From an optimization exercise on the open Yosys and OpenROAD flow, aimed at a short achievable clock period and few clock cycles per item; shortcuts taken in it are not production practice.
Only simulation tests tie the RTL to the original design; equivalence was not proved.
Power figures rest on the tool's default switching activity, not on a simulated workload.

== JK ==
==> flow/design.v (excerpt) <==
module nx_grid_top
(
      input  logic                 clk_i
    , input  logic                 reset_i
    , input  logic                 psel_i
    , input  logic                 penable_i
    , input  logic                 pwrite_i
    , input  logic [NX_APB_AW-1:0] paddr_i
    , input  logic [NX_MSG_W-1:0]  pwdata_i
    , output logic [NX_MSG_W-1:0]  prdata_o
    , output logic                 pready_o
    , output logic                 pslverr_o
);
export LEC_CHECK = 0
export ABC_CLOCK_PERIOD_IN_PS = 100
export CAP_MARGIN = 20
export CORE_MARGIN = 2
export CORE_UTILIZATION = 60
export CTS_CLUSTER_DIAMETER = 60
export CTS_CLUSTER_SIZE = 25
export SETUP_SLACK_MARGIN = 2.5
export SLEW_MARGIN = 20
export TNS_END_PERCENT = 5
create_clock -name core_clock -period 5.0 [get_ports {clk_i}]
standard.sh (not shown) runs the stock make flow with config.mk's settings and CLKGATE_MAP_FILE= SYNTH_SCRIPT=/design/flow/synth_recipe.tcl, a recipe that flattens the netlist after the stock synthesis.
==> flow/flow/run.sh <==
#!/bin/bash
# Standard layout, except that the port buffers are plain buffers rather than
# the delay-cell the resizer picks by default, and that timing repair may
# swap a cell for any other of the same function (not only the same footprint).
set -euo pipefail
cd "$(dirname "$0")/.."
bash standard.sh synth > synth.log 2>&1
bash standard.sh finish \
    "BUFFER_PORTS_ARGS=-buffer_cell sky130_fd_sc_hd__buf_4" \
    MATCH_CELL_FOOTPRINT=0 > layout.log 2>&1
Testbench counts of JK, summed over its fixed seeds: cycles 15,310, runs 2,020.
Here is what was changed in the inputs of MS compared with JK.
-- flow/config.mk --
<<< JK, line 10
export CORE_MARGIN = 2
export CORE_UTILIZATION = 60
export CTS_CLUSTER_DIAMETER = 60
export CTS_CLUSTER_SIZE = 25
export SETUP_SLACK_MARGIN = 2.5
>>> MS, line 10
export CORE_MARGIN = 2
export CORE_UTILIZATION = 40
export SETUP_SLACK_MARGIN = 2.5
Findings:
Of JK and MS, JK shows the higher met1 usage, with MS below it.
MS against JK; final cell count is up by more than 10%.
MS vs JK: portion of total power attributed to the clock network up
Between JK and MS, the multi-input logic portion of the cell area is higher for JK.
Count of buffering cells on the critical path with inverters included was lower in MS than in JK.
MS vs JK — power share of the combinational group dropped 0.5 points.
Horizontal extent of the die: MS > JK
Power: MS draws more than JK
In MS relative to JK, total wire length after detailed routing had gone up by a few percent.
Looking at total number of vias across JK and MS, the one that comes out higher is JK.
The more densely filled core belongs to JK, not MS.

---

nx_grid_top, a different RTL version from the one above (not shown whole).
Size in the first run: about 1900 flip-flops, roughly 79 I/O pins, ~73000 um2 of cells after synthesis.
Settings: LEC_CHECK=0, ABC_CLOCK_PERIOD_IN_PS=100, CAP_MARGIN=20, CORE_MARGIN=2, CORE_UTILIZATION=40, SETUP_SLACK_MARGIN=2.8, SLEW_MARGIN=20, TNS_END_PERCENT=100; clock period 5.0 ns.
Scripts as last shown in full above: flow/flow/run.sh
Testbench counts at the start, summed over its fixed seeds: cycles 15,310, runs 2,020.
Edit:
Settings changed: SETUP_SLACK_MARGIN 2.8 to 2.5, TNS_END_PERCENT 100 to 5.
After rerunning: The new run ran to the end with no violations; non-clock buffer count goes down by 45; setup slack got worse by 0.31 ns; sequential power stays flat; flip-flop and latch count is unchanged; power decreases by 0.34%; sequential share of layout area came out higher by 1.3 points; final area drops by 2.5%.
Edit:
Settings changed: SETUP_SLACK_MARGIN 2.5 to 3.0, TNS_END_PERCENT 5 to 100.
The new run completed with no timing, DRC or antenna violations.
Utilization rises by 2.5 points.
Power rises by about 1.9%.
Clock skew falls by 0.013 ns.
Edit:
Settings changed: SETUP_SLACK_MARGIN 3.0 to 2.6.
Outcome: Clock skew decreases by 0.0089 ns; sequential power barely changes; power barely changes.

---

Setup of job 5308:
nx_grid_top, a different RTL version from the one above (not shown whole).
Size: about 6400 cells after synthesis, ~1900 flip-flops, about 73000 um^2 of cells after synthesis.
export LEC_CHECK = 0
export ABC_CLOCK_PERIOD_IN_PS = 100
export CAP_MARGIN = 20
export CORE_MARGIN = 2
export CORE_UTILIZATION = 40
export SETUP_SLACK_MARGIN = 3.0
export SLEW_MARGIN = 20
export TNS_END_PERCENT = 100
create_clock -name core_clock -period 5.0 [get_ports {clk_i}]
Scripts as last shown in full above: flow/flow/run.sh
Job 5308 went all the way through synthesis, placement and routing and the layout is clean on timing, DRC and antenna.
Testbench counts of job 5308, summed over its fixed seeds: cycles 15,310, runs 2,020.
Here is what was changed in the inputs of job 2594 compared with job 5308.
Settings: setting CTS_CLUSTER_DIAMETER to 60 for the first time; setting CTS_CLUSTER_SIZE to 25 for the first time; changing SETUP_SLACK_MARGIN from 3.0 to 2.7.
### Flow results
From job 5308 to job 2594 the numbers moved as follows: internal power component has decreased; data required time of the critical path has increased; via count of the first global-routing pass has decreased. On first-iteration DRC count, job 2594 does worse than job 5308. The proportion of final cell area spent on non-clock buffers reported for job 2594 is smaller than that of job 5308 by 1.4 points. Re critical-path maximum fanout: job 5308 and job 2594 aren't equal, and the higher value belongs to job 2594. Utilization job 5308 -> job 2594: down. Looking at number of vias in the routed layout, job 2594 sits 762 below job 5308. Of job 5308 and job 2594, job 2594 shows the higher post-layout worst setup margin, with job 5308 below it. On power consumption, job 5308 loses to job 2594. Clock network power for job 2594: about 18% down relative to job 5308.

-- static timing again, ports no longer ideal --
The results above use ideal ports. As a check the final layouts listed here were re-extracted and re-timed, cells and wires unchanged. Step 1: set_driving_cell puts a clkbuf_16 on clk_i and a buf_2 on each other input, an assumption about the parent block. Step 2 adds t to the input delays and takes it off the output delays; t is the mean of the earliest and latest rising clock arrival at the registers after step 1. Input paths then give back, and output paths get back, about the clock's delay inside the block. Three values: ideal ports, drivers, drivers and shift; two values: the first two.
run | t, ns | slack for setup (ns) | hold WS [ns] | worst register clock-pin slew, ns | cell pins on the clock port's net
JK | 0.864 | 2.172 / 2.172 / 1.494 | 0.310 / 0.254 / 0.444 | 0.09 / 0.09 | 1
MS | 0.919 | 2.378 / 2.303 / 1.598 | 0.249 / 0.201 / 0.434 | 0.07 / 0.07 | 1
the first run of note 2 | 0.920 | 2.629 / 2.546 / 1.761 | 0.254 / 0.198 / 0.437 | 0.07 / 0.07 | 1
the second run of note 2 | 0.913 | 2.314 / 2.295 / 1.382 | 0.281 / 0.220 / 0.414 | 0.07 / 0.07 | 1
the third run of note 2 | 0.924 | 2.625 / 2.551 / 1.718 | 0.258 / 0.208 / 0.434 | 0.07 / 0.07 | 1
the fourth run of note 2 | 0.906 | 2.607 / 2.563 / 1.677 | 0.271 / 0.214 / 0.425 | 0.07 / 0.07 | 1
job 5308 | 0.898 | 2.616 / 2.534 / 1.702 | 0.275 / 0.215 / 0.428 | 0.07 / 0.07 | 1
job 2594 | 0.909 | 2.664 / 2.611 / 1.757 | 0.267 / 0.208 / 0.437 | 0.09 / 0.09 | 1
After both steps every run listed still meets setup and hold. For the second run of note 2, which loses most, drivers alone change the setup slack by -0.019 ns; drivers and shift together by -0.932 ns.
